From an optimization exercise on the open Yosys and OpenROAD flow, aimed at small area; shortcuts taken in it are not production practice.
Function was checked by simulation only, so behaviour that the tests miss may differ from the original.
Power is estimated from default activity; no workload was simulated.

--- flow/config.mk ---
export PLATFORM = sky130hd
export DESIGN_NAME = cpu_top
export DESIGN_NICKNAME = cpu_top
export VERILOG_FILES = /design/flow/design.v
export SDC_FILE = /design/flow/constraint.sdc
export NUM_CORES = 4
export LEC_CHECK = 0
export CAP_MARGIN = 20
export CORE_MARGIN = 2
export CORE_UTILIZATION = 40
export SLEW_MARGIN = 20
--- flow/constraint.sdc ---
create_clock -name core_clock -period 10.0 [get_ports {clk}]
set_input_delay 2.0000 -clock core_clock [delete_from_list [all_inputs] [get_ports {clk}]]
set_output_delay 2.0000 -clock core_clock [all_outputs]
set_load 0.01 [all_outputs]
--- flow/design.v ---
`timescale 1ns/1ps
module cpu_top (
    input  logic        clk,
    input  logic        reset,
    output logic        mem_valid,
    output logic        mem_write,
    output logic [11:0] mem_address,
    output logic [31:0] mem_wdata,
    input  logic        mem_ready,
    input  logic [31:0] mem_rdata,
    output logic        halted
);
    typedef enum logic [3:0] {
        S_CLR     = 4'd0,    
        S_FETCH   = 4'd1,
        S_LDREQ   = 4'd2,
        S_STLOAD  = 4'd3,    
        S_STREQ   = 4'd4,
        S_EXEC    = 4'd5,    
        S_SHLOAD  = 4'd6,    
        S_SHALIGN = 4'd7,    
        S_SHWRITE = 4'd8,    
        S_HALT    = 4'd9
    } state_t;
    state_t      state;
    logic        run;
    logic [4:0]  ph;
    logic [11:0] pc;
    logic [11:0] a;
    logic [3:0]  dn;
    logic [3:0]  sn;
    logic        immf;
    logic [3:0]  opc;
    logic [31:0] t;
    logic        fz, fn, fe, fp, fc;
    logic [31:0] rf [16];
    logic        ph0, ph31, active, hs;
    logic        dbit, sbit, src, res, wr, clr;
    logic        cond_ok, hold, zero_fill, knz, right;
    logic [5:0]  phk;
    assign ph0    = (ph == 5'd0);
    assign ph31   = (ph == 5'd31);
    assign active = run | ph0;
    assign hs     = mem_valid & mem_ready;
    assign clr  = (state == S_CLR);
    assign wr   = active & ((state == S_EXEC) | (state == S_SHWRITE));
    assign dbit = rf[dn][0];
    assign sbit = rf[sn][0];
    for (genvar k = 0; k < 16; k++) begin : g_rf
        always_ff @(posedge clk) begin
            if (clr)
                rf[k] <= {1'b0, rf[k][31:1]};
            else if (wr && dn == k)
                rf[k] <= {res, rf[k][31:1]};
            else
                rf[k] <= {rf[k][0], rf[k][31:1]};
        end
    end
    assign right = a[5];
    assign knz   = |a[4:0];
    assign phk   = {1'b0, ph} + {1'b0, a[4:0]};
    assign hold      = right ? ~phk[5] : (ph < a[4:0]);
    assign zero_fill = (hold ^ right) & opc[0];
    assign src = immf ? (t[0] & ~(ph[4] | (ph[3] & ph[2]))) : sbit;
    always_comb begin
        if (state == S_SHWRITE)
            res = t[0] & ~zero_fill;
        else begin
            case (opc)
                4'd1:    res = t[0];                           
                4'd4:    res = dbit ^ src;                     
                4'd5:    res = dbit ^ src ^ (fc & ~ph0);       
                default: res = ~src;                           
            endcase
        end
    end
    always_comb begin
        case (mem_rdata[27:25])
            3'd0: cond_ok = 1'b1;
            3'd1: cond_ok = fp;
            3'd2: cond_ok = fe;
            3'd3: cond_ok = fc;
            3'd4: cond_ok = fn;
            3'd5: cond_ok = fz;
            3'd6: cond_ok = ~fc;
            default: cond_ok = ~fz;
        endcase
    end
    always_ff @(posedge clk) begin
        if (reset) begin
            state <= S_CLR;
            run   <= 1'b0;
            ph    <= 5'd0;
            pc    <= 12'd0;
            {fz, fn, fe, fp, fc} <= 5'd0;
        end else begin
            ph <= ph + 5'd1;
            if (state == S_STLOAD || state == S_EXEC || state == S_SHLOAD ||
                state == S_SHALIGN || state == S_SHWRITE)
                run <= active & ~ph31;
            case (state)
                S_CLR: if (ph31) state <= S_FETCH;
                S_FETCH: if (hs) begin
                    if (mem_rdata[31:28] == 4'd3 && cond_ok)
                        pc <= mem_rdata[11:0];
                    else
                        pc <= pc + 12'd1;
                    case (mem_rdata[31:28])
                        4'd1:       state <= S_LDREQ;
                        4'd2:       state <= S_STLOAD;
                        4'd4, 4'd5,
                        4'd9:       state <= S_EXEC;
                        4'd6, 4'd7: state <= S_SHLOAD;
                        4'd8:       state <= S_HALT;
                        default:    state <= S_FETCH;
                    endcase
                end
                S_LDREQ: if (hs) state <= S_EXEC;
                S_STLOAD: if (active && ph31) state <= S_STREQ;
                S_STREQ: if (hs) begin
                    state <= S_FETCH;
                    {fz, fn, fe, fp, fc} <= 5'd0;
                end
                S_EXEC, S_SHWRITE: if (active) begin
                    if (ph0) begin
                        fz <= ~res;
                        fp <= res;
                        fe <= ~res;
                    end else begin
                        fz <= fz & ~res;
                        fp <= fp ^ res;
                    end
                    if (ph31) begin
                        fn    <= res;
                        state <= S_FETCH;
                    end
                    if (state == S_SHWRITE) begin
                        if ((right && ph31) || (!right && ph0))
                            fc <= t[0] & knz;
                    end else if (opc == 4'd5)
                        fc <= (dbit & src) | ((dbit ^ src) & fc & ~ph0);
                    else
                        fc <= 1'b0;
                end
                S_SHLOAD: if (active && ph31) state <= S_SHALIGN;
                S_SHALIGN: if (ph31) state <= S_SHWRITE;
                S_HALT: ;
                default: state <= S_HALT;
            endcase
        end
    end
    always_ff @(posedge clk) begin
        if (state == S_FETCH && hs) begin
            dn   <= mem_rdata[23:20];
            sn   <= mem_rdata[19:16];
            immf <= mem_rdata[24];
            opc  <= mem_rdata[31:28];
            a    <= mem_rdata[11:0];
        end else if (state == S_SHLOAD && active && !immf && ph < 5'd6) begin
            a[5:0] <= {sbit, a[5:1]};
        end
        if (hs && (state == S_FETCH || state == S_LDREQ))
            t <= mem_rdata;
        else if (active && (state == S_STLOAD || state == S_SHLOAD))
            t <= {dbit, t[31:1]};
        else if (state == S_SHALIGN && !hold)
            t <= {t[0], t[31:1]};
        else if (active && (state == S_EXEC || state == S_SHWRITE))
            t <= {1'b0, t[31:1]};
    end
    assign mem_valid   = (state == S_FETCH) | (state == S_LDREQ) | (state == S_STREQ);
    assign mem_write   = (state == S_STREQ);
    assign mem_address = (state == S_FETCH) ? pc : a;
    assign mem_wdata   = t;
    assign halted      = (state == S_HALT);
endmodule
--- flow/run.sh ---
#!/bin/bash
# synth_recipe.tcl (not shown) runs the flow's synth.tcl, then flattens the netlist and writes it again
# the make line also repeats each setting of config.mk as NAME=value (left out here)
make -C /OpenROAD-flow-scripts/flow DESIGN_CONFIG=/design/flow/config.mk WORK_HOME=/design/flow/orfs CLKGATE_MAP_FILE= SYNTH_SCRIPT=/design/flow/synth_recipe.tcl finish
==> impl_metrics.ini <==
[outcome]
status = finished clean

[cts]
clock-root-buffer = clkbuf_16
ctsHoldBuffers = 0
clk_pin_slew_ns = 0.07
clk_latency_ns = 0.57
clockBufferDepth = 3
clkSinkCount = 596
cts_tree = built
cts_resized = 0
cts_max_level = 2
cts_made_buffers = 51
post-cts-setup-buffers = 0

[sta]
finalMaxSlewViolations = 0
relSlewSlack_pct = 26.8
fin_setup_tns_ns = 0
finalCritPeriodShare_pct = 53.1
period_minus_slack_ns = 5.31
worstMarginPinSlew_ns = 1.09
fmaxAchievable_ghz = 0.188
layout_setup_ws_ns = 4.69
rsz0062_at_grt = no
finalSetupViolCount = 0
hold_violations = 0
fin_worst_skew_ns = 0.0247

[logic_synthesis]
synth-edff-count = 57
yosys_warnings = 2
async_flop_share_pct = 0
syn_avg_cell_area_um2 = 14.2
syn_nets = 1150
synth.distinct_cells = 78
ys_seq_elements = 596
synth_flop_cell = dfxtp_1
synthCells = 1099
synth_area_mm2 = 0.0156
ys_seq_area_share_pct = 79.9

[routing]
viasPerCell = 4.58
via_count = 8083
antenna_left = 0
routed_wirelength_um = 26200
wl_per_cell_um = 14.9
drc = 0
drt_iter0_drc = 611
dr.pass1.iters = 4

[finish]
fin_cells = 1763
area_growth_pct = 20.2
drive_above_1_share_pct = 9.73
final_nets = 1253
final_core_utilization_pct = 48.6
fillers = 3318

[min_path]
hold_path.class = reg -> reg
worstHoldStart = rf[15][4]

[placement]
hpwl_um = 16300
place.gp.congestion = 0.842
io_buffers = 81
pre_cts_slack_ns = 4.44
placed_cells = 1666

[grt]
grt_max_degree = 35
grtUsageTotal_pct = 12.9
grt_overflow = 0
grt_pass1_vias = 7974
antenna_found_initial = 1
grt_pass1_wl_um = 42200

[setup_path]
crit_fanout = 15
cp_slowest_stage_delay_ns = 0.68
arrival_ns = 3.31
cpMaxStageDelayCell = dfxtp_1
rrSetupSlack_ns = 5.59
crit_chain = clkinv_1, nor4_4, buf_6, mux2_2, clkdlybuf4s50_1
worstSetupPathType = reg -> out
required_ns = 8.00
endpoint_kind = output pin
cp_num_buf_inv = 3
setup.worst_path.start = state[0]
r2r-start = dn[3]
worstSetupStartpointType = register
crit_family = buffers and inverters

[power_and_ir_drop]
power_density_mw_per_mm2 = 239
ir_drop_mv = 0.143
leakagePower_nw = 7.22
power_w = 0.00450

[floorplanning]
die_w_um = 202
core-area_mm2 = 0.0386
std_cell_rows = 72
die-area_mm2 = 0.0407
initial_utilization_pct = 40.5
die_height_um = 202
io_pins = 82

[job]
cap_viol_max_count = 0
## cell usage after synthesis, drive strengths merged (5+ instances only)
master	n	area share, %
dfxtp	539	69
nand2	122	3.0
edfxtp	57	11
a21oi	56	1.9
o21ai	35	1.1
nor2	27	0.70
clkbuf	25	0.60
inv	17	0.41
a311oi	16	0.90
ha	16	1.3
and3	13	0.52
mux2	13	0.94
buf	11	0.38
nand2b	11	0.44
a211oi	10	0.48
mux2i	9	0.58
nand3	9	0.32
nor2b	7	0.28
nor4	7	0.38
and2	6	0.26
nor3	6	0.22
a211o	5	0.28
a31oi	5	0.20
mux4	5	0.82
## kinds of logic (layout without fill, tap and decap cells)
group,after synthesis,in the layout,synth area share [%]
multiplexers,27,27,2.33
flip-flops,596,596,79.9
XOR/XNOR,6,6,0.336
AO/OA/AOI/OAI,161,161,6.79
adder cells (fa/ha/maj),16,16,1.28
buffers and inverters,55,200,1.43
AND/OR/NAND/NOR,238,238,7.88
other,0,1,0
## layout by cell type, fill, tap and decap left out, types with 4 or more instances in the layout
| cell | instances |
|---|---|
| dfxtp_1 | 539 |
| nand2_1 | 120 |
| clkdlybuf4s50_1 | 81 |
| edfxtp_1 | 57 |
| a21oi_1 | 55 |
| clkbuf_16 | 52 |
| o21ai_0 | 35 |
| nor2_1 | 26 |
| inv_1 | 17 |
| a311oi_1 | 16 |
| ha_1 | 16 |
| clkbuf_1 | 16 |
| and3_1 | 13 |
| mux2_2 | 13 |
| nand2b_1 | 11 |
| a211oi_1 | 10 |
| clkbuf_8 | 10 |
| mux2i_1 | 9 |
| nand3_1 | 8 |
| nor2b_1 | 7 |
| bufinv_16 | 7 |
| clkinv_2 | 6 |
| nor3_1 | 5 |
| and2_1 | 5 |
| a31oi_1 | 5 |
| nor4_1 | 5 |
| a211o_1 | 5 |
| o22ai_1 | 4 |
| mux4_1 | 4 |
| buf_4 | 4 |
## area by class of cell
class	instances	area (um^2)	share of cell area (%)
sequential	596	12500	66.5
clock inverter	17	298	1.58
timing repair buffer	86	852	4.53
antenna	1	2.50	0.0133
tap	518	648	3.45
inverter	19	71.3	0.379
multi-input combinational	448	2920	15.5
clock buffer	78	1500	7.98
## routing by layer
metal | GRT usage [%] | part of all wire (%) | up-vias
li1 | - | - | 3971
met1 | 18.2 | 48 | 3879
met2 | 19.8 | 45 | 180
met3 | 2.87 | 4.4 | 51
met4 | 4.41 | 2.1 | 2
met5 | 0 | 0.050 | -
## final timing paths
kind                            cells past startpoint              to
worst max register to register                     11      rf[11][31]
worst max-delay path                                5  mem_address[8]
worst min-delay path                                0       rf[15][3]
worst min register to register                      0       rf[15][3]
## stage by stage
stage / cell area (um^2) / hold WS (ns)
CTS: 18800 / 0.320
global placement: 17000 / 0.310
floorplan: 15600 / 0.310
detailed placement: 17000 / 0.312
finish: 18800 / 0.320
global route: 18800 / 0.326
## state kept, by name (all words and copies together), names as in the netlist
| signal | cells |
|---|---|
| a | 12 |
| dn | 4 |
| fc | 1 |
| fe | 1 |
| fn | 1 |
| fp | 1 |
| fz | 1 |
| immf | 1 |
| opc | 4 |
| pc | 12 |
| ph | 5 |
| rf | 512 |
| run | 1 |
| sn | 4 |
| state | 4 |
| t | 32 |
## report_power, final
part | leakage (nW) | switching [W] | internal [W]
Sequential | 4.85 | 0.00000229 | 0.00241
Clock | 0.874 | 0.000825 | 0.00122
Combinational | 1.49 | 0.0000248 | 0.0000212

## static timing again, ports no longer ideal
Ports are ideal in the flow. The routed layout listed here was re-timed in OpenROAD.
Step 1, drivers: a clkbuf_16 drives clk and a buf_2 each remaining input, both assumed.
Step 2 adds t to the input delays and takes it off the output delays; t is the mean of the earliest and latest rising clock arrival at the registers after step 1. Input paths then give back, and output paths get back, about the clock's delay inside the block.
a / b / c = no drivers / after step 1 / after step 2; a / b = the first two.
t (ns): 0.609
setup slack, ns: 4.686 / 4.637 / 4.640
worst hold slack (ns): 0.320 / 0.320 / 0.320
After both steps setup and hold are still met in this run. The setup slack of this run moves by -0.049 ns with the drivers and by -0.046 ns with both steps.
